Source: an optimization exercise on an open RTL-to-GDS flow (aim: small area, a short achievable clock period and few clock cycles per item). Production flows keep margins and buffers that such runs may drop.
The RTL was checked by simulation tests, not by an equivalence proof against the original design.
Power figures rest on the tool's default switching activity, not on a simulated workload.

==> design/flow/design.v <==
package mpsra_pkg;
   localparam int DIM_W = 11;
   localparam int RECT_W = 11;
   localparam int PSUM_W = 12;
   localparam int POS_W = 10;
   localparam int PIDX_W = 3;
   localparam int TOTAL_W = 24;
   localparam int AREA_W = 2 * DIM_W - 1;
   localparam logic [1:0] STATUS_PLACED = 2'd0;
   localparam logic [1:0] STATUS_EMPTY = 2'd1;
   localparam logic [1:0] STATUS_TOO_BIG = 2'd2;
   localparam logic [1:0] STATUS_FULL = 2'd3;
endpackage
module mpsra_cell #(
   parameter int PAGE_SIZE = 1024
) (
   input  logic                          clock,
   input  logic                          reset,
   input  logic [mpsra_pkg::DIM_W-1:0]   pw,
   input  logic [mpsra_pkg::DIM_W-1:0]   ph,
   input  logic                          keep,
   input  logic                          load,
   input  logic [mpsra_pkg::DIM_W-1:0]   load_x,
   input  logic [mpsra_pkg::DIM_W-1:0]   load_t,
   input  logic [mpsra_pkg::DIM_W-1:0]   load_b,
   output logic                          fit,
   output logic [mpsra_pkg::DIM_W-1:0]   room_x,
   output logic [mpsra_pkg::DIM_W-1:0]   room_t,
   output logic [mpsra_pkg::DIM_W-1:0]   room_b
);
   localparam int CW = mpsra_pkg::DIM_W;
   localparam logic [CW-1:0] FULL = CW'(PAGE_SIZE);
   function automatic logic le(input logic [CW-1:0] a, input logic [CW-1:0] b);
      le = 1'b1;
      for (int i = 0; i < CW; i++) begin
         if (a[i] != b[i]) le = b[i];
      end
   endfunction
   logic [CW-1:0] room_x_ff, room_t_ff, room_b_ff;
   logic          shelf_ok;
   always_comb begin
      shelf_ok = le(pw, room_x_ff);
      fit = shelf_ok ? le(ph, room_t_ff) : le(ph, room_b_ff);
   end
   assign room_x = room_x_ff;
   assign room_t = room_t_ff;
   assign room_b = room_b_ff;
   always_ff @(posedge clock) begin
      if (reset) begin
         room_x_ff <= FULL;
         room_t_ff <= FULL;
         room_b_ff <= FULL;
      end else if (load) begin
         room_x_ff <= load_x;
         room_t_ff <= load_t;
         room_b_ff <= load_b;
      end else if (keep && !shelf_ok) begin
         room_x_ff <= FULL;
         room_t_ff <= room_b_ff;
      end
   end
endmodule
module multi_page_shelf_rect_allocator #(
   parameter int PAGE_SIZE = 1024,
   parameter int MAX_PAGES = 8
) (
   input  logic        clock,
   input  logic        reset,
   input  logic        req_tvalid,
   output logic        req_tready,
   input  logic [23:0] req_tdata,
   output logic        rsp_tvalid,
   input  logic        rsp_tready,
   output logic [47:0] rsp_tdata,
   output logic [1:0]  rsp_tuser,
   input  logic        csr_tvalid,
   output logic        csr_tready,
   input  logic [7:0]  csr_tdata
);
   localparam int DW = mpsra_pkg::DIM_W;
   localparam int RW = mpsra_pkg::RECT_W;
   localparam int SW = mpsra_pkg::PSUM_W;
   localparam int PW = mpsra_pkg::POS_W;
   localparam int IW = mpsra_pkg::PIDX_W;
   localparam int TW = mpsra_pkg::TOTAL_W;
   localparam logic [SW:0] LIMIT = (SW + 1)'(PAGE_SIZE);
   localparam logic [DW-1:0] FULL = DW'(PAGE_SIZE);
   localparam int HW = 4;
   function automatic logic le(input logic [DW-1:0] a, input logic [DW-1:0] b);
      le = 1'b1;
      for (int i = 0; i < DW; i++) begin
         if (a[i] != b[i]) le = b[i];
      end
   endfunction
   function automatic logic le3(input logic [DW-1:0] a, input logic [DW-1:0] b,
                                input logic [DW-1:0] c);
      logic [DW+1:0] x, y, z, s, k, d;
      x = {2'b00, a};
      y = {2'b00, b};
      z = ~{2'b00, c};
      s = x ^ y ^ z;
      k = {(x[DW:0] & y[DW:0]) | (x[DW:0] & z[DW:0]) | (y[DW:0] & z[DW:0]), 1'b0};
      d = s + k;
      le3 = d[DW+1];
   endfunction
   logic [3:0] pad_ff;
   logic       adv;
   logic          v1_ff;
   logic [DW-1:0] pw1_ff, ph1_ff;
   logic [1:0]    cls1_ff;
   logic [RW-1:0] req_w, req_h;
   logic [SW-1:0] pw_sum, ph_sum;
   logic          empty, too_big;
   logic [MAX_PAGES-1:0] pend_ff;
   logic [DW-1:0]        sw_ff, sh_ff;
   logic                ov_ff;
   logic [TW-1:0]       acc_ff, total;
   logic [DW+PW-HW-1:0] ohi_ff;
   logic [1:0]          ost_ff;
   logic                oplaced;
   logic                   go, placed;
   logic [MAX_PAGES-1:0]   fit, fit_cell, tried, sel, keep, load;
   logic [DW-1:0]          room_x [MAX_PAGES];
   logic [DW-1:0]          room_t [MAX_PAGES];
   logic [DW-1:0]          room_b [MAX_PAGES];
   logic [1:0]             st_sel;
   logic [PW+HW-1:0]       n_lo;
   logic [DW+PW-HW-1:0]    n_hi;
   logic [DW-1:0]          p_rx, p_rt, p_rb;
   logic [DW-1:0]          p_room_x, p_room_b;
   logic                   p_shelf_ok, p_fit, p_tried;
   logic [DW-1:0]          load_x, load_t;
   assign adv = !ov_ff || rsp_tready;
   assign req_tready = adv;
   assign csr_tready = 1'b1;
   always_ff @(posedge clock) begin
      if (reset) begin
         pad_ff <= 4'd1;
      end else if (csr_tvalid) begin
         pad_ff <= csr_tdata[3:0];
      end
   end
   always_comb begin
      req_w = req_tdata[RW-1:0];
      req_h = req_tdata[2*RW-1:RW];
      pw_sum = SW'(req_w) + SW'({pad_ff, 1'b0});
      ph_sum = SW'(req_h) + SW'({pad_ff, 1'b0});
      empty = (req_w == '0) || (req_h == '0);
      too_big = ({1'b0, pw_sum} > LIMIT) || ({1'b0, ph_sum} > LIMIT);
   end
   always_ff @(posedge clock) begin
      if (reset) begin
         v1_ff <= 1'b0;
      end else if (adv) begin
         v1_ff <= req_tvalid;
      end
      if (adv) begin
         pw1_ff <= pw_sum[DW-1:0];
         ph1_ff <= ph_sum[DW-1:0];
         cls1_ff <= empty ? mpsra_pkg::STATUS_EMPTY
                  : too_big ? mpsra_pkg::STATUS_TOO_BIG
                  : mpsra_pkg::STATUS_PLACED;
      end
   end
   always_comb begin
      p_rx = '0;
      p_rt = '0;
      p_rb = '0;
      for (int i = 0; i < MAX_PAGES; i++) begin
         if (pend_ff[i]) begin
            p_rx = p_rx | room_x[i];
            p_rt = p_rt | room_t[i];
            p_rb = p_rb | room_b[i];
         end
      end
   end
   always_comb begin
      p_room_x = p_rx - sw_ff;
      p_room_b = le3(sh_ff, p_rb, p_rt) ? p_rb : p_rt - sh_ff;
   end
   always_comb begin
      p_shelf_ok = le3(pw1_ff, sw_ff, p_rx);
      p_fit = p_shelf_ok ? le(ph1_ff, p_rt)
                         : (le(ph1_ff, p_rb) && le3(ph1_ff, sh_ff, p_rt));
   end
   assign go = adv && v1_ff && (cls1_ff == mpsra_pkg::STATUS_PLACED);
   assign fit = (fit_cell & ~pend_ff) | (pend_ff & {MAX_PAGES{p_fit}});
   assign p_tried = |(pend_ff & tried);
   always_comb begin
      load_x = (p_tried && !p_shelf_ok) ? FULL : p_room_x;
      load_t = (p_tried && !p_shelf_ok) ? p_room_b : p_rt;
   end
   for (genvar gi = 0; gi < MAX_PAGES; gi++) begin : g_page
      if (gi == 0) begin : g_first
         assign tried[gi] = go;
         assign sel[gi] = fit[gi];
      end else begin : g_rest
         assign tried[gi] = go && !(|fit[gi-1:0]);
         assign sel[gi] = fit[gi] && !(|fit[gi-1:0]);
      end
      assign keep[gi] = tried[gi];
      assign load[gi] = adv && pend_ff[gi];
      mpsra_cell #(
         .PAGE_SIZE(PAGE_SIZE)
      ) u_cell (
         .clock(clock),
         .reset(reset),
         .pw(pw1_ff),
         .ph(ph1_ff),
         .keep(keep[gi]),
         .load(load[gi]),
         .load_x(load_x),
         .load_t(load_t),
         .load_b(p_room_b),
         .fit(fit_cell[gi]),
         .room_x(room_x[gi]),
         .room_t(room_t[gi]),
         .room_b(room_b[gi])
      );
   end
   always_comb begin
      placed = (cls1_ff == mpsra_pkg::STATUS_PLACED) && (|fit);
      if (cls1_ff != mpsra_pkg::STATUS_PLACED) st_sel = cls1_ff;
      else if (|fit) st_sel = mpsra_pkg::STATUS_PLACED;
      else st_sel = mpsra_pkg::STATUS_FULL;
      n_lo = pw1_ff[PW-1:0] * ph1_ff[HW-1:0];
      if (pw1_ff[PW]) n_hi = {ph1_ff, {(PW-HW){1'b0}}};
      else if (ph1_ff[PW]) n_hi = {pw1_ff, {(PW-HW){1'b0}}};
      else n_hi = (DW + PW - HW)'(pw1_ff[PW-1:0] * ph1_ff[PW-1:HW]);
   end
   always_ff @(posedge clock) begin
      if (reset) begin
         pend_ff <= '0;
      end else if (adv) begin
         pend_ff <= go ? sel : '0;
      end
      if (adv) begin
         sw_ff <= pw1_ff;
         sh_ff <= ph1_ff;
      end
   end
   always_ff @(posedge clock) begin
      if (reset) begin
         ov_ff <= 1'b0;
         acc_ff <= '0;
         ohi_ff <= '0;
      end else if (adv) begin
         ov_ff <= v1_ff;
         if (v1_ff) begin
            acc_ff <= placed ? total + TW'(n_lo) : total;
            ohi_ff <= placed ? n_hi : '0;
         end
      end
      if (adv && v1_ff) begin
         ost_ff <= st_sel;
      end
   end
   logic [PW-1:0] rsp_x, rsp_y;
   logic [IW-1:0] rsp_pg;
   assign oplaced = (ost_ff == mpsra_pkg::STATUS_PLACED);
   assign total = acc_ff + TW'({ohi_ff, {HW{1'b0}}});
   always_comb begin
      rsp_x = oplaced ? PW'(pad_ff) - p_rx[PW-1:0] : '0;
      rsp_y = oplaced ? PW'(pad_ff) - p_rt[PW-1:0] : '0;
      rsp_pg = '0;
      for (int i = 0; i < MAX_PAGES; i++) begin
         if (pend_ff[i]) rsp_pg = rsp_pg | IW'(i);
      end
   end
   assign rsp_tvalid = ov_ff;
   assign rsp_tdata = {1'b0, total, rsp_y, rsp_x, rsp_pg};
   assign rsp_tuser = ost_ff;
endmodule
==> design/flow/run.sh <==
#!/bin/bash
# synth_recipe.tcl (not shown) runs the flow's synth.tcl, then flattens the netlist and writes it again
# the make line also repeats each setting of config.mk as NAME=value (left out here)
make -C /OpenROAD-flow-scripts/flow DESIGN_CONFIG=/design/flow/config.mk WORK_HOME=/design/flow/orfs CLKGATE_MAP_FILE= SYNTH_SCRIPT=/design/flow/synth_recipe.tcl finish
==> design/flow/config.mk <==
export PLATFORM = sky130hd
export DESIGN_NAME = multi_page_shelf_rect_allocator
export DESIGN_NICKNAME = multi_page_shelf_rect_allocator
export VERILOG_FILES = /design/flow/design.v
export SDC_FILE = /design/flow/constraint.sdc
export NUM_CORES = 4
export LEC_CHECK = 0
export CAP_MARGIN = 20
export CORE_MARGIN = 2
export CORE_UTILIZATION = 40
export SETUP_SLACK_MARGIN = 4
export SLEW_MARGIN = 20
==> design/flow/constraint.sdc <==
create_clock -name core_clock -period 10.0 [get_ports {clock}]
set_input_delay 2.0000 -clock core_clock [delete_from_list [all_inputs] [get_ports {clock}]]
set_output_delay 2.0000 -clock core_clock [all_outputs]
set_load 0.01 [all_outputs]
==> results of run 1 <==
==> state kept, by name, summed over array words and instances, names as in the netlist, 17 cells and up <==
name and cells:
acc_ff 24, g_page.u_cell.room_b_ff 88, g_page.u_cell.room_t_ff 88, ohi_ff 17, g_page.u_cell.room_x_ff 88
==> power by group <==
group / switching, W / internal [W] / total, W
Sequential: 0.0000318 / 0.00154 / 0.00157
Clock: 0.000719 / 0.00100 / 0.00172
Combinational: 0.00109 / 0.000663 / 0.00175
==> cell families after synthesis <==
group / count (synthesis)
and+or+nand+nor: 987
buffers and inverters: 518
DFF: 367
AOI/OAI and AO/OA: 1045
adders and majority gates: 284
xor gates and xnor gates: 73
muxes: 95
other: 2
==> synth_stat cells (12+ instances only) <==
| master | number | area share |
|---|---|---|
| a2111oi_0 | 16 | 0.0050 |
| buf_1 | 24 | 0.0032 |
| a31oi_1 | 23 | 0.0052 |
| mux2i_1 | 57 | 0.021 |
| a22o_1 | 20 | 0.0063 |
| and3_1 | 21 | 0.0047 |
| buf_2 | 42 | 0.0076 |
| a32oi_1 | 58 | 0.018 |
| dfxtp_1 | 319 | 0.23 |
| o221ai_1 | 15 | 0.0047 |
| and4_1 | 24 | 0.0076 |
| o21ai_0 | 133 | 0.024 |
| mux2_2 | 36 | 0.015 |
| nand3_1 | 48 | 0.0086 |
| a21oi_1 | 184 | 0.033 |
| and2_1 | 20 | 0.0045 |
| a222oi_1 | 12 | 0.0043 |
| edfxtp_1 | 48 | 0.052 |
| nor2_1 | 326 | 0.044 |
| a22oi_1 | 162 | 0.044 |
| o211ai_1 | 40 | 0.011 |
| nand2_1 | 258 | 0.035 |
| xnor2_1 | 61 | 0.019 |
| inv_1 | 280 | 0.038 |
| fa_1 | 97 | 0.070 |
| nor3_1 | 36 | 0.0065 |
| a221oi_1 | 12 | 0.0038 |
| clkbuf_1 | 145 | 0.020 |
| o22ai_1 | 65 | 0.015 |
| nand4_1 | 31 | 0.0070 |
| o2111ai_1 | 15 | 0.0047 |
| ha_1 | 141 | 0.063 |
| a211oi_1 | 115 | 0.031 |
| maj3_1 | 43 | 0.015 |
| a21o_1 | 28 | 0.0076 |
| nor2b_1 | 82 | 0.018 |
| nand2b_1 | 82 | 0.018 |
| xor2_1 | 12 | 0.0038 |
| o21bai_1 | 14 | 0.0038 |
| nor4_1 | 24 | 0.0054 |
==> critical path, delay by kind of cell (launching register included) <==
family | cells | cell delay [ps]
simple gates | 4 | 970
buf+inv | 3 | 1220
compound gates | 2 | 280
flops | 1 | 390
xor+xnor | 1 | 190
fa+ha+maj | 1 | 230
==> stage by stage <==
stage / worst slack, ps / hold WS [ps] / power (W)
3_3_place_gp: 3362 / 452.0 / 0.003286
2_1_floorplan: 4305 / 420.6 / 0.002838
5_1_grt: 3870 / 497.9 / 0.005319
6_report: 4104 / 461.0 / 0.005038
4_1_cts: 4019 / 465.2 / 0.005018
3_5_place_dp: 3337 / 458.0 / 0.003305
==> layout make-up <==
cell class / instances / area, sq um / area share
multi-input combinational: 2487 / 18090 / 0.5779
sequential: 367 / 7855 / 0.2509
antenna: 1 / 2.502 / 0.00007993
clock inverter: 10 / 145.1 / 0.004636
timing repair buffer: 168 / 1558 / 0.04976
tap: 931 / 1165 / 0.03721
clock buffer: 71 / 1376 / 0.04396
inverter: 295 / 1115 / 0.03561
==> routing by layer <==
layer  GRT usage  part of all wire
met1      0.4158              0.40
met2      0.4571              0.41
met3     0.06611              0.11
met4      0.2063             0.077
met5           0           0.00059
==> what timing repair did <==
item	CTS	global route
pin swaps	3	3
gates cloned	0	1
buffers inserted	4	15
gates resized for setup	30	29
endpoints found under the setup margin	221	139
==> final timing paths <==
path	start	to	slack, ps	depth (start not counted)
worst max-delay path	pend_ff[1]	rsp_tdata[20]	4100	11
worst min-delay path	ohi_ff[0]	ohi_ff[0]	460	2
worst max register to register	pend_ff[5]	g_page[7].u_cell.room_x_ff[6]	4170	21
worst min register to register	ohi_ff[0]	ohi_ff[0]	460	2
==> run summary, run 1 <==
status=complete, no violations; YS warnings=5; final setup fails=0; total CTS buffers=45; H-tree levels=2; ratio of cells with drive above 1 in the final layout=0.08534; Max-Cap Viols=0; Total GRT Usage=0.3130; Pre-antenna DRT Iters=8; Area after DPL=0.02942 sq mm; Worst setup SP type=register; vias in the first global route=25.74k; Synth Area in Simple Gates=0.1691; CTS clk-pin slew, worst paths=60 ps; Die H=267.7 um; most frequent cells in the layout=314 x nor2_1, 311 x dfxtp_1, 274 x inv_1; Period minus WS final=5896 ps; Crit Path Class=reg -> out; Main synth FF type=dfxtp_1; register area share after synthesis=0.2815; DRT Wirelength=113.7 mm; Area Growth Syn to Fin=12.60%; via count=27.41k; port buffer count=81; crit-path max FO=10; Post-Synth XOR/XNOR Area=0.02300; largest net degree at the start of global routing=83; total gr overflow=0; ratio of total power to cell area=160.9 mW/mm^2; crit end category=output port; HPWL after DPL=79.69 mm; drt via density=6.330; unrepaired setup endpoints after global routing=true; Design Area, Final=0.03131 sq mm; synthesized area=0.02780 sq mm; worst-skew pair later-pin latency=630 ps; CTS Sinks=367; post-synthesis async set-or-reset flop share=0; Starting Density=0.4047; FP Rows=96; Tcrit/Tclk final=0.5896; Die X=267.7 um; initial antenna violation count=1; Root Driver=clkbuf_16; first-pass GRT wire length=168.0 mm; final cell count without fillers=4330; Clock Skew=34.37 ps; fmax=0.1696 GHz; initial DRC count=3559; synth unique cells=96; Critical Path RT=8000 ps; Post-Synth Adder-Cell Area=0.1500; Peak VDD IR=122.5 uV; relative slew slack=0.1957; post-synthesis mux area share=0.03600; Sum Neg Setup Slack=0 ps; Most common cell on crit path=nor2_1; CP max stage cell=clkdlybuf4s50_1; fin util=0.4557; syn nets=3646; Net count, final=3639; worst hold path class=reg -> reg; DRC=0; number of I/O pins=90; flops & latches, synth=367; main combinational cell family by area after synthesis=compound AO/OA/AOI/OAI gates; clock buffer depth=3; Post-Syn Instances=3371; CP peak stage delay=560 ps; leading cell type in the layout, fill and taps excluded=nor2_1; hold_buf cts=0; wire per inst=26.26 um; die area=0.07164 sq mm; core footprint=0.06871 sq mm; Pins Over Slew Limit=0; compound-gate portion of the synthesized area=0.2666; CTS tree=done; Worst-Margin Slew=1204 ps; Mean Syn Cell Area=8.248 sq um; CP Data Arrival Time=3900 ps; Pleak=11.84 nW; RePlAce Congestion=1.021; EDFF count, synth=48; dpl cells=4228; final hold viol count=0; worst-path cell chain=buf_4 -> a22oi_1 -> nand4_1 -> inv_2 -> ha_1 -> a21oi_1 -> nor2_1 -> nand3_1 -> xnor2_1 -> nor2_1 -> clkdlybuf4s50_1; antenna viol nets, final=0; Filler Cell Count=6920
Testbench counts, summed over its fixed seeds: cycles 2,416, items 2,400.
==> run 2: changes to the inputs <==
--- a/design/flow/config.mk
+++ b/design/flow/config.mk
@@ -10,3 +10,3 @@
 export CORE_UTILIZATION = 40
-export SETUP_SLACK_MARGIN = 4
+export SETUP_SLACK_MARGIN = 5
 export SLEW_MARGIN = 20
==> run 2 against run 1 <==
Critical path depth increased by 1; clock skew decreased by 19 ps; fmax rose by 13%; count of clock-buffer cells in the layout fell by 8; synthesized cell count unchanged; clock power up 3%; critical endpoint is now rsp_tdata[45]; still clean on timing, DRC and antenna; area after synthesis is the same; first-iteration DRC count increased by 22%.
==> run summary, run 2 <==
status=complete, no violations; crit-path max FO=4; Design Area, Final=0.03482 sq mm; final hold viol count=0; unrepaired setup endpoints after global routing=true; Critical Path RT=8000 ps; antenna viol nets, final=0; Pre-antenna DRT Iters=9; pre-CTS WS=3152 ps; Peak VDD IR=115.9 uV; Area Growth Syn to Fin=25.22%; post-synthesis mux area share=0.03600; Sum Neg Setup Slack=0 ps; H-tree levels=2; Root Driver=clkbuf_16; Mean Syn Cell Area=8.248 sq um; largest net degree at the start of global routing=80; EDFF count, synth=48; post-synthesis async set-or-reset flop share=0; biggest regs=g_page.u_cell.room_b_ff x88, g_page.u_cell.room_t_ff x88, g_page.u_cell.room_x_ff x88; Starting Density=0.4047; syn nets=3646; CP Data Arrival Time=3200 ps; Net count, final=3854; port buffer count=81; wire per inst=27.91 um; synth top area cells=dfxtp_1 23%, fa_1 7.0%, ha_1 6.3%; Synth area leader=dfxtp_1; Filler Cell Count=6527; total gr overflow=0; Die X=267.7 um; Synth Area in Simple Gates=0.1691; Die H=267.7 um; clock buffer depth=3; Period minus WS final=5198 ps; count leader, synth=nor2_1; DRT Wirelength=127.1 mm; synthesized area=0.02780 sq mm; Clock Skew=15.31 ps; Crit Path Class=reg -> out; multi-input logic area=0.01907 sq mm; worst hold path class=reg -> reg; initial antenna violation count=5; most frequent cells in the layout=306 x nor2_1, 305 x dfxtp_1, 263 x inv_1; initial DRC count=4359; DRC=0; Main synth FF type=dfxtp_1; synth unique cells=96; Pins Over Slew Limit=0; register area share after synthesis=0.2815; ratio of total power to cell area=156.5 mW/mm^2; CTS tree=done; fmax=0.1924 GHz; Tcrit/Tclk final=0.5198; Post-Synth XOR/XNOR Area=0.02300; compound-gate portion of the synthesized area=0.2666; final setup fails=0; CTS Sinks=367; main combinational cell family by area after synthesis=compound AO/OA/AOI/OAI gates; Post-Synth Adder-Cell Area=0.1500; Worst setup SP type=register; first-pass GRT wire length=180.4 mm; Worst-Margin Slew=1213 ps; crit end category=output port; core footprint=0.06871 sq mm; Max-Cap Viols=0; FP Rows=96; leading cell type in the layout, fill and taps excluded=nor2_1; Pleak=13.56 nW; FF+latch area=0.007868 sq mm; total CTS buffers=46; worst-skew pair later-pin latency=610 ps; Post-Syn Instances=3371; HPWL after DPL=80.50 mm; flops & latches, synth=367; YS warnings=5; vias in the first global route=27.08k; relative slew slack=0.1896; Total GRT Usage=0.3409; top-area cell type share of the netlist area=0.2297; Area after DPL=0.02945 sq mm; Worst Setup Slack, final=4802 ps; number of I/O pins=90; die area=0.07164 sq mm; RePlAce Congestion=0.9921; drt via density=6.444; ratio of cells with drive above 1 in the final layout=0.1902; hold_buf cts=0; CTS clk-pin slew, worst paths=60 ps; via count=29.34k; most frequent cells after synthesis=326 x nor2_1, 319 x dfxtp_1, 280 x inv_1
==> run 2: final timing paths <==
kind	from	to	slack, ps	depth (start not counted)
worst max-delay path	acc_ff[4]	rsp_tdata[45]	4800	12
worst min-delay path	ohi_ff[11]	ohi_ff[11]	460	2
worst max register to register	pend_ff[2]	g_page[3].u_cell.room_t_ff[3]	4960	22
worst min register to register	ohi_ff[11]	ohi_ff[11]	460	2
==> run 2: cells by family (layout without fill, tap and decap cells) <==
family / Yosys count / in the layout
and+or+nand+nor: 987 / 987
other: 2 / 6
DFF: 367 / 367
buffers and inverters: 518 / 763
AOI/OAI and AO/OA: 1045 / 1046
muxes: 95 / 95
xor gates and xnor gates: 73 / 73
adders and majority gates: 284 / 284
==> run 2: per-layer routing <==
metal | vias up | part of all wire | GRT usage
met5 | - | 0.00012 | 0
met4 | 2 | 0.085 | 0.2387
met3 | 573 | 0.12 | 0.09627
met2 | 2061 | 0.41 | 0.4870
met1 | 13980 | 0.39 | 0.4411
li1 | 12720 | - | -
==> run 2: area by class of cell <==
class                           count  share of cell area
Clock buffer                       63             0.03813
Sequential cell                   367              0.2260
Timing Repair Buffer              382              0.1139
Antenna cell                        4           0.0002875
Multi-Input combinational cell   2487              0.5478
Tap cell                          931             0.03346
Clock inverter                     23            0.006684
Inverter                          295             0.03378
==> run 2: repair_timing <==
item | in CTS | in global routing
hold endpoints to repair | 0 | 0
resized for setup | 297 | 186
pin swaps | 49 | 119
setup endpoints to repair | 350 | 256
gates cloned | 13 | 4
buffers inserted | 117 | 98
==> run 2: where the power goes <==
| part | leakage (nW) | internal (W) | switching (W) |
|---|---|---|---|
| combinational | 9.70 | 0.000860 | 0.00125 |
| clock | 0.776 | 0.00103 | 0.000732 |
| sequential | 3.08 | 0.00154 | 0.0000334 |
==> run 2: metrics by stage <==
step                      hold slack (ps)    util  std cells  power (W)
after floorplan                     420.6       -       3371   0.002850
after global placement              453.5  0.4286       4230   0.003309
after detailed placement            453.7  0.4286       4230   0.003322
after CTS                           462.4  0.4824       4446   0.005194
after global routing                504.1  0.5066       4548   0.005709
final                               464.0  0.5068       4552   0.005449
==> run 2: critical path: stages, from the launching register on <==
cell and delay (ps):
dfxtp_2 340, ha_4 160, fa_2 340, a21o_1 170, a21oi_2 160, o21a_2 180, nor2_4 60, a2111o_1 390
and3_1 180, o21ai_2 120, xor2_1 220, inv_1 110, buf_2 150
==> run 3: changes to the inputs <==
--- a/design/flow/config.mk
+++ b/design/flow/config.mk
@@ -10,3 +10,3 @@
 export CORE_UTILIZATION = 40
-export SETUP_SLACK_MARGIN = 5
+export SETUP_SLACK_MARGIN = 4.8
 export SLEW_MARGIN = 20
==> run 3 against run 2 <==
Critical endpoint unchanged; register-to-register slack got worse by 90 ps; sequential share of layout area grew 1.1 points; highest routed layer unchanged; largest power group unchanged; global-route usage down 1.1 points; power shrank 3.9%; still clean on timing, DRC and antenna.
==> run summary, run 3 <==
register area share after synthesis=0.2815; hold_buf cts=0; RePlAce Congestion=1.016; r2r setup slk=4870 ps; clock buffer depth=3; EDFF count, synth=48; compound-gate portion of the synthesized area=0.2666; status=complete, no violations; post-synthesis mux area share=0.03600; Net count, final=3739; wire per inst=27.28 um; Crit Path Class=reg -> out; relative slew slack=0.2472; CTS clk-pin slew, worst paths=50 ps; final setup fails=0; CP Data Arrival Time=3340 ps; H-tree levels=2; crit end category=output port; logic gate share of total power=0.359; Hold Crit Depth=2; DRT Wirelength=121.0 mm; Worst setup SP type=register; FP Rows=96; fin util=0.4828; Sum Neg Setup Slack=0 ps; Area Growth Syn to Fin=19.31%; Filler Cell Count=6819; most frequent cells after synthesis=326 x nor2_1, 319 x dfxtp_1, 280 x inv_1; worst-skew pair later-pin latency=630 ps; initial DRC count=4237; synth unique cells=96; Max-Cap Viols=0; die area=0.07164 sq mm; Die X=267.7 um; ratio of total power to cell area=157.8 mW/mm^2; final hold viol count=0; worst hold path class=reg -> reg; Synth Area in Simple Gates=0.1691; synth top area cells=dfxtp_1 23%, fa_1 7.0%, ha_1 6.3%; total CTS buffers=46; crit-path max FO=4; largest net degree at the start of global routing=67; Pleak=12.86 nW; Pins Over Slew Limit=0; number of I/O pins=90; total gr overflow=0; core footprint=0.06871 sq mm; antenna viol nets, final=0; post-synthesis async set-or-reset flop share=0; via count=28.35k; clock share of power=0.342; count leader, synth=nor2_1; first-pass GRT wire length=175.1 mm; main combinational cell family by area after synthesis=compound AO/OA/AOI/OAI gates; Total GRT Usage=0.3297; Post-Synth XOR/XNOR Area=0.02300; port buffer count=81; Peak VDD IR=146.3 uV; vias in the first global route=26.41k; Area after DPL=0.02942 sq mm; CTS tree=done; unrepaired setup endpoints after global routing=true; Switching Share=0.3693; initial antenna violation count=1; Post-Syn Instances=3371; Clock Skew=31.17 ps; top-area cell type share of the netlist area=0.2297; share of power burned in registers=0.299; syn nets=3646; YS warnings=5; Critical Path RT=8000 ps; Post-Synth Adder-Cell Area=0.1500; Main synth FF type=dfxtp_1; internal power=0.003303 W; Period minus WS final=5342 ps; synthesized area=0.02780 sq mm; Mean Syn Cell Area=8.248 sq um; Die H=267.7 um; biggest regs=g_page.u_cell.room_b_ff x88, g_page.u_cell.room_t_ff x88, g_page.u_cell.room_x_ff x88; fmax=0.1872 GHz; Root Driver=clkbuf_16; Reg2Reg Depth=18; Starting Density=0.4047; switching pwr=0.001934 W; flops & latches, synth=367; HPWL after DPL=79.94 mm; Pre-antenna DRT Iters=6; Tcrit/Tclk final=0.5342; DRC=0; Synth area leader=dfxtp_1; drt via density=6.394; most frequent cells in the layout=306 x nor2_1, 306 x dfxtp_1, 269 x inv_1; CTS Sinks=367; Design Area, Final=0.03317 sq mm; ratio of cells with drive above 1 in the final layout=0.1396; Worst-Margin Slew=1129 ps
## run 3: cell types whose count changed in the layout (fill, tap and decap cells not counted), moves of 12 or more
cell	before	now
a22oi_1	136	155
a22oi_2	27	8
buf_12	35	23
buf_2	16	4
buf_4	210	136
buf_6	34	14
ha_1	122	136
ha_4	17	3
## run 3: layer usage
layer  GRT usage  vias up  share of wire
met3     0.08753      496           0.13
met1      0.4297    13500           0.39
li1            -    12470              -
met4      0.2269        2          0.080
met5           0        -        0.00011
met2      0.4734     1879           0.41
## run 3: cell families after synthesis
family                     count (synthesis)
muxes                                     95
and+or+nand+nor                          987
buffers and inverters                    518
adders and majority gates                284
other                                      2
xor gates and xnor gates                  73
DFF                                      367
AOI/OAI and AO/OA                       1045
## run 3: power by group through the flow
stage,combinational [W],clock [W],sequential [W]
floorplan,0.00124,0,0.00160
global placement,0.00169,0,0.00161
detailed placement,0.00170,0,0.00161
CTS,0.00178,0.00180,0.00157
global route,0.00208,0.00185,0.00157
finish,0.00188,0.00179,0.00157
## run 3: repair_timing
action / in CTS / in global routing
setup buffers: 72 / 35
resized for setup: 171 / 134
pin swaps: 22 / 39
cloned: 11 / 2
endpoints found under the setup margin: 261 / 240
## run 3: path summary, 6_finish.rpt
path,start,endpoint
max reg2reg,ph1_ff[9],ohi_ff[15]
min reg2reg,ohi_ff[0],ohi_ff[0]
max,ohi_ff[0],rsp_tdata[45]
min,ohi_ff[0],ohi_ff[0]
## run 3: layout make-up
| type | instances | area, sq um | share of cell area |
|---|---|---|---|
| clock buffers | 63 | 1296 | 0.03907 |
| clock inverters | 23 | 289.0 | 0.008712 |
| repair buffers | 266 | 2784 | 0.08392 |
| diodes | 1 | 2.502 | 0.00007543 |
| well taps | 931 | 1165 | 0.03511 |
| multi-input cells | 2488 | 18610 | 0.5608 |
| inverters | 295 | 1169 | 0.03523 |
| flip-flops and latches | 367 | 7864 | 0.2370 |
## run 3: critical path, cell delays in order (launching register included)
cell and delay, ps:
dfxtp_2 340, ha_4 160, fa_2 370, a21o_1 200
a21oi_2 180, o21a_2 200, nor2_4 70, a2111o_1 460
and3_4 190, o21ai_2 150, xor2_1 200, inv_1 100
buf_6 130
## run 3: per-stage QoR
step	setup WS, ps	hold WS (ps)	total power (W)	instances
finish	4658	480.1	0.005237	4434
global route	4551	499.8	0.005500	4433
CTS	4615	477.0	0.005142	4396
detailed placement	3269	469.4	0.003310	4227
global placement	3232	469.2	0.003296	4226
floorplan	4811	420.6	0.002840	3371
==> run 4: changes to the inputs <==
--- a/design/flow/config.mk
+++ b/design/flow/config.mk
@@ -9,3 +9,3 @@
 export CORE_MARGIN = 2
-export CORE_UTILIZATION = 40
+export CORE_UTILIZATION = 50
 export SETUP_SLACK_MARGIN = 4.8
==> run 4 against run 3 <==
Still clean on timing, DRC and antenna; core utilization rose by 12 points; critical path depth rose by 5; via count rose by 3.3%; power fell by 0.45%; first-iteration DRC count fell by 11%; clock power fell by 6%; worst setup slack improved by 97 ps; routed wire length rose by 4.0%.
==> run summary, run 4 <==
status=complete, no violations; Starting Density=0.5057; CP Data Arrival Time=5750 ps; Root Driver=clkbuf_16; antenna viol nets, final=0; Critical Path RT=10500 ps; port buffer count=81; Main synth FF type=dfxtp_1; Worst Setup Slack, final=4754 ps; largest net degree at the start of global routing=95; YS warnings=5; Pre-antenna DRT Iters=9; fmax=0.1906 GHz; DRT Wirelength=125.9 mm; crit end category=register; CP max stage cell=a311o_1; clock buffer depth=3; via count=29.28k; Pleak=12.87 nW; CTS tree=done; Peak VDD IR=130.7 uV; Design Area, Final=0.03304 sq mm; worst-skew pair later-pin latency=610 ps; Die H=239.8 um; Mean Syn Cell Area=8.248 sq um; ratio of total power to cell area=157.8 mW/mm^2; die area=0.05751 sq mm; flops & latches, synth=367; CTS clk-pin slew, worst paths=60 ps; FP Rows=86; RePlAce Congestion=0.9996; Max-Cap Viols=0; register area share after synthesis=0.2815; HPWL after DPL=83.64 mm; first-pass GRT wire length=180.6 mm; unrepaired setup endpoints after global routing=true; initial DRC count=3764; count leader, synth=nor2_1; EDFF count, synth=48; final cell count without fillers=4272; Pins Over Slew Limit=0; Area Growth Syn to Fin=18.82%; final hold viol count=0; wire per inst=29.46 um; most frequent cells in the layout=309 x nor2_1, 307 x dfxtp_1, 268 x inv_1; CTS Sinks=367; leading cell type in the layout, fill and taps excluded=nor2_1; relative slew slack=0.2553; Synth area leader=dfxtp_1; total gr overflow=0; synth top area cells=dfxtp_1 23%, fa_1 7.0%, ha_1 6.3%; pre-CTS WS=2916 ps; Total GRT Usage=0.4263; number of I/O pins=90; Crit Path Class=reg -> reg; initial antenna violation count=5; DRC=0; biggest regs=g_page.u_cell.room_b_ff x88, g_page.u_cell.room_t_ff x88, g_page.u_cell.room_x_ff x88; most frequent cells after synthesis=326 x nor2_1, 319 x dfxtp_1, 280 x inv_1; Area after DPL=0.02919 sq mm; hold_buf cts=0; vias in the first global route=27.43k; Worst setup SP type=register; H-tree levels=2; total CTS buffers=44; worst hold path class=reg -> reg; Post-Syn Instances=3371; synthesized area=0.02780 sq mm; Die X=239.8 um; Sum Neg Setup Slack=0 ps; syn nets=3646; synth unique cells=96; Tcrit/Tclk final=0.5246; Filler Cell Count=4958; Clock Skew=31.44 ps; top-area cell type share of the netlist area=0.2297; dpl cells=4046; Worst-Margin Slew=1117 ps; core footprint=0.05499 sq mm; ratio of cells with drive above 1 in the final layout=0.1443; CP peak stage delay=540 ps; Period minus WS final=5246 ps; final setup fails=0; drt via density=6.853; worst-path cell chain=buf_12 -> buf_6 -> buf_4 -> a22oi_1 -> nand4_1 -> inv_1 -> fa_1 -> ha_1 -> and4_1 -> o21ai_0 -> a21oi_4 -> o21ai_0 -> a311o_1 -> o31ai_4 -> buf_12 -> mux2_2 -> a211oi_1; Net count, final=3763; crit-path max FO=19; post-synthesis async set-or-reset flop share=0
run 4: cell counts after synthesis:
No cell type changed its count.
run 4: critical path, delay by kind of cell (launching register included):
family	cells	cell delay, ps
AOI/OAI and AO/OA	7	1940
adders and majority gates	2	770
buffers and inverters	5	920
DFF	1	360
muxes	1	480
and+or+nand+nor	2	610
run 4: through the flow:
| stage | hold slack [ps] | util | total power (W) |
|---|---|---|---|
| 2_1_floorplan | 420.6 | - | 0.002840 |
| 3_3_place_gp | 449.3 | 0.5309 | 0.003297 |
| 3_5_place_dp | 465.3 | 0.5309 | 0.003329 |
| 4_1_cts | 474.5 | 0.5853 | 0.005064 |
| 5_1_grt | 486.0 | 0.6007 | 0.005464 |
| 6_report | 474.9 | 0.6008 | 0.005213 |
run 4: cell type report:
type	count	area (sq um)	area share
inverter	295	1166	0.03530
tap	748	935.9	0.02833
clock buffer	64	1310	0.03965
antenna	3	7.507	0.0002272
timing repair buffer	292	2937	0.08889
multi-input combinational	2488	18660	0.5649
clock inverter	15	157.7	0.004772
sequential	367	7860	0.2379
run 4: routing by layer:
metal | vias up | track usage | routed length [um]
li1 | 12520 | - | -
met1 | 14050 | 0.5554 | 48270
met2 | 2195 | 0.6238 | 51680
met3 | 504 | 0.1475 | 18330
met4 | 6 | 0.2161 | 7459
met5 | - | 0 | 115
run 4: cell families after synthesis:
kind of cell / share of synthesized area
buf+inv: 0.07358
simple gates: 0.1691
flops: 0.2815
mux: 0.03600
other cells: 0.0002701
fa+ha+maj: 0.1500
xor+xnor: 0.02300
compound gates: 0.2666
run 4: report_power, final:
group	switching (W)	internal, W
clock network	0.000720	0.000965
logic	0.00120	0.000759
registers	0.0000333	0.00154
total	0.00195	0.00326
run 4: final timing paths:
path                   start                       endpoint  slack [ps]  depth (start not counted)
hold / removal    acc_ff[19]                     acc_ff[19]         470                          2
hold reg to reg   acc_ff[19]                     acc_ff[19]         470                          2
setup reg to reg  pend_ff[7]  g_page[6].u_cell.room_t_ff[5]        4750                         17
setup / recovery  pend_ff[7]  g_page[6].u_cell.room_t_ff[5]        4750                         17
run 4: timing repair:
action | in CTS | in global routing
endpoints found under the setup margin | 319 | 240
pin swaps | 30 | 48
setup buffers | 88 | 46
resized for setup | 181 | 115
gates cloned | 8 | 2
==> run 5: changes to the inputs <==
--- a/design/flow/config.mk
+++ b/design/flow/config.mk
@@ -10,2 +10,4 @@
 export CORE_UTILIZATION = 50
+export CTS_CLUSTER_DIAMETER = 100
+export CTS_CLUSTER_SIZE = 30
 export SETUP_SLACK_MARGIN = 4.8
==> run 5 against run 4 <==
Sequential power about the same; worst hold slack better by 6.6 ps; highest routed layer unchanged; flip-flop and latch count unchanged; sequential share of layout area up 0.47 points; cell area down 1.9%; non-clock buffer count up 7; still clean; die area unchanged.
==> run summary, run 5 <==
status=complete, no violations; FP Rows=86; Die X=239.8 um; Critical Path RT=8000 ps; HPWL after DPL=83.64 mm; Mean Syn Cell Area=8.248 sq um; core footprint=0.05499 sq mm; Post-Syn Instances=3371; Die H=239.8 um; worst reg2reg path startpoint=pend_ff[4]; Crit. Startpoint=acc_ff[4]; crit end category=output port; DRC=0; Total GRT Usage=0.4231; most frequent cells in the layout=308 x nor2_1, 306 x dfxtp_1, 267 x inv_1; number of I/O pins=90; Main synth FF type=dfxtp_1; Period minus WS final=5255 ps; Net count, final=3747; ratio of total power to cell area=144.1 mW/mm^2; total gr overflow=0; hold_buf cts=0; biggest regs=g_page.u_cell.room_b_ff x88, g_page.u_cell.room_t_ff x88, g_page.u_cell.room_x_ff x88; first-pass GRT wire length=179.7 mm; YS warnings=5; synthesized area=0.02780 sq mm; crit-path max FO=4; r2r setup slk=4810 ps; flops & latches, synth=367; Clock Skew=22.64 ps; Area Growth Syn to Fin=16.59%; port buffer count=81; die area=0.05751 sq mm; CTS Sinks=367; register area share after synthesis=0.2815; Pleak=12.58 nW; Worst-Margin Slew=1142 ps; final setup fails=0; via count=28.96k; Critical Path End=rsp_tdata[45]; clock buffer depth=3; final hold viol count=0; Tcrit/Tclk final=0.5255; Reg2Reg Depth=21; CP Data Arrival Time=3250 ps; synth top area cells=dfxtp_1 23%, fa_1 7.0%, ha_1 6.3%; worst hold path class=reg -> reg; unrepaired setup endpoints after global routing=true; initial antenna violation count=5; H-tree levels=1; Peak VDD IR=121.5 uV; vias in the first global route=26.93k; CTS tree=done; DRT Wirelength=124.7 mm; Root Driver=clkbuf_16; Synth area leader=dfxtp_1; Pins Over Slew Limit=0; most frequent cells after synthesis=326 x nor2_1, 319 x dfxtp_1, 280 x inv_1; total CTS buffers=22; drt via density=6.833; top-area cell type share of the netlist area=0.2297; largest net degree at the start of global routing=95; hold wc startpoint=ohi_ff[0]; RePlAce Congestion=0.9996; synth unique cells=96; Starting Density=0.5057; Sum Neg Setup Slack=0 ps; Worst setup SP type=register; CTS clk-pin slew, worst paths=100 ps; count leader, synth=nor2_1; relative slew slack=0.2389; wire per inst=29.41 um; ratio of cells with drive above 1 in the final layout=0.1382; fmax=0.1903 GHz; Crit Path Class=reg -> out; Hold Slack=481.5 ps; Max-Cap Viols=0; leading cell type in the layout, fill and taps excluded=nor2_1; Pre-antenna DRT Iters=7; antenna viol nets, final=0; r2r endpoint=g_page[1].u_cell.room_t_ff[9]; initial DRC count=3974; EDFF count, synth=48; worst-skew pair later-pin latency=610 ps; syn nets=3646; post-synthesis async set-or-reset flop share=0
-- run 5: cell counts after synthesis --
No cell type changed its count.
-- run 5: kinds of logic (layout without fill, tap and decap cells) --
family / Yosys count / after routing / share of synthesized area
other cells: 2 / 5 / 0.0002701
mux: 95 / 95 / 0.03600
xor+xnor: 73 / 73 / 0.02300
simple gates: 987 / 987 / 0.1691
flops: 367 / 367 / 0.2815
compound gates: 1045 / 1046 / 0.2666
fa+ha+maj: 284 / 284 / 0.1500
buf+inv: 518 / 633 / 0.07358
-- run 5: timing repair --
item                                    CTS  global route
resized for setup                       179           122
endpoints found under the setup margin  318           239
pin swaps                                27            41
cloned                                    8             2
buffers inserted                         81            59
-- run 5: area by class of cell --
class | instances | area [sq um]
Fill cell | 5000 | 22570
Multi-Input combinational cell | 2487 | 18620
Sequential cell | 367 | 7864
Timing Repair Buffer | 299 | 2985
Inverter | 295 | 1169
Tap cell | 748 | 935.9
Clock buffer | 23 | 575.6
Clock inverter | 16 | 257.7
Antenna cell | 3 | 7.507
-- run 5: how the worst min path moves through the flow --
stage,cells after the start,to
2_1_floorplan,0,sw_ff[4]
3_3_place_gp,2,ohi_ff[0]
3_5_place_dp,2,ohi_ff[0]
4_1_cts,2,ohi_ff[0]
5_1_grt,2,ohi_ff[0]
6_report,2,ohi_ff[0]
-- run 5: power by group --
group	leakage [nW]	switching (W)	total, W	internal, W
combinational	9.09	0.00118	0.00193	0.000744
clock	0.408	0.000678	0.00118	0.000500
sequential	3.08	0.0000326	0.00157	0.00153
total	12.6	0.00189	0.00467	0.00278
-- run 5: metal layers --
layer | vias to the layer above | GRT usage | routed length [um]
li1 | 12480 | - | -
met2 | 2063 | 0.6229 | 51360
met4 | 4 | 0.1999 | 7280
met3 | 466 | 0.1444 | 18200
met5 | - | 0 | 27
met1 | 13940 | 0.5552 | 47780
-- run 5: worst max-delay path: stages, from the launching register on --
cell and delay (ps):
dfxtp_2 350, ha_4 170, fa_2 360, a21o_1 200
a21oi_2 180, o21a_2 200, nor2_4 70, a2111o_1 400
and3_4 190, o21ai_2 110, xor2_1 210, inv_1 80
buf_2 140
-- run 5: per-stage QoR --
step,utilization,worst slack (ps),power (W),cells,instance area (sq um)
6_report,0.5895,4745,0.004671,4238,32420
5_1_grt,0.5894,4650,0.004925,4235,32410
4_1_cts,0.5718,4618,0.004551,4174,31440
3_5_place_dp,0.5309,2916,0.003329,4046,29190
3_3_place_gp,0.5309,2914,0.003297,4046,29190
2_1_floorplan,-,4811,0.002840,3371,27820

-- static timing again, ports no longer ideal --
The flow's constraints put no driver on any port. The routed layouts listed below were extracted and timed again, unchanged, in two steps. Step 1 assumes that a clkbuf_16 drives the clock port and a buf_2 every other input. Step 2 times the ports against the registers' clock, not the clock port: input delays grow and output delays shrink by t, the midpoint of the rising clock arrivals with the driver on. Three values: ideal, step 1, step 2; two values: the first two.
run | t (ns) | setup slack, ns | clock arrival spread, ns | cell pins on the clock port's net
run 1 | 0.678 | 4.104 / 4.036 / 3.881 | 0.035 / 0.034 | 1
run 2 | 0.673 | 4.802 / 4.728 / 4.470 | 0.015 / 0.015 | 1
run 3 | 0.683 | 4.658 / 4.588 / 4.331 | 0.031 / 0.031 | 1
run 4 | 0.662 | 4.754 / 4.704 / 4.294 | 0.031 / 0.032 | 1
run 5 | 0.663 | 4.745 / 4.680 / 4.426 | 0.022 / 0.023 | 1
After both steps setup and hold are still met in every run listed. For run 4, which loses most, drivers alone change the setup slack by -0.050 ns; drivers and shift together by -0.460 ns.
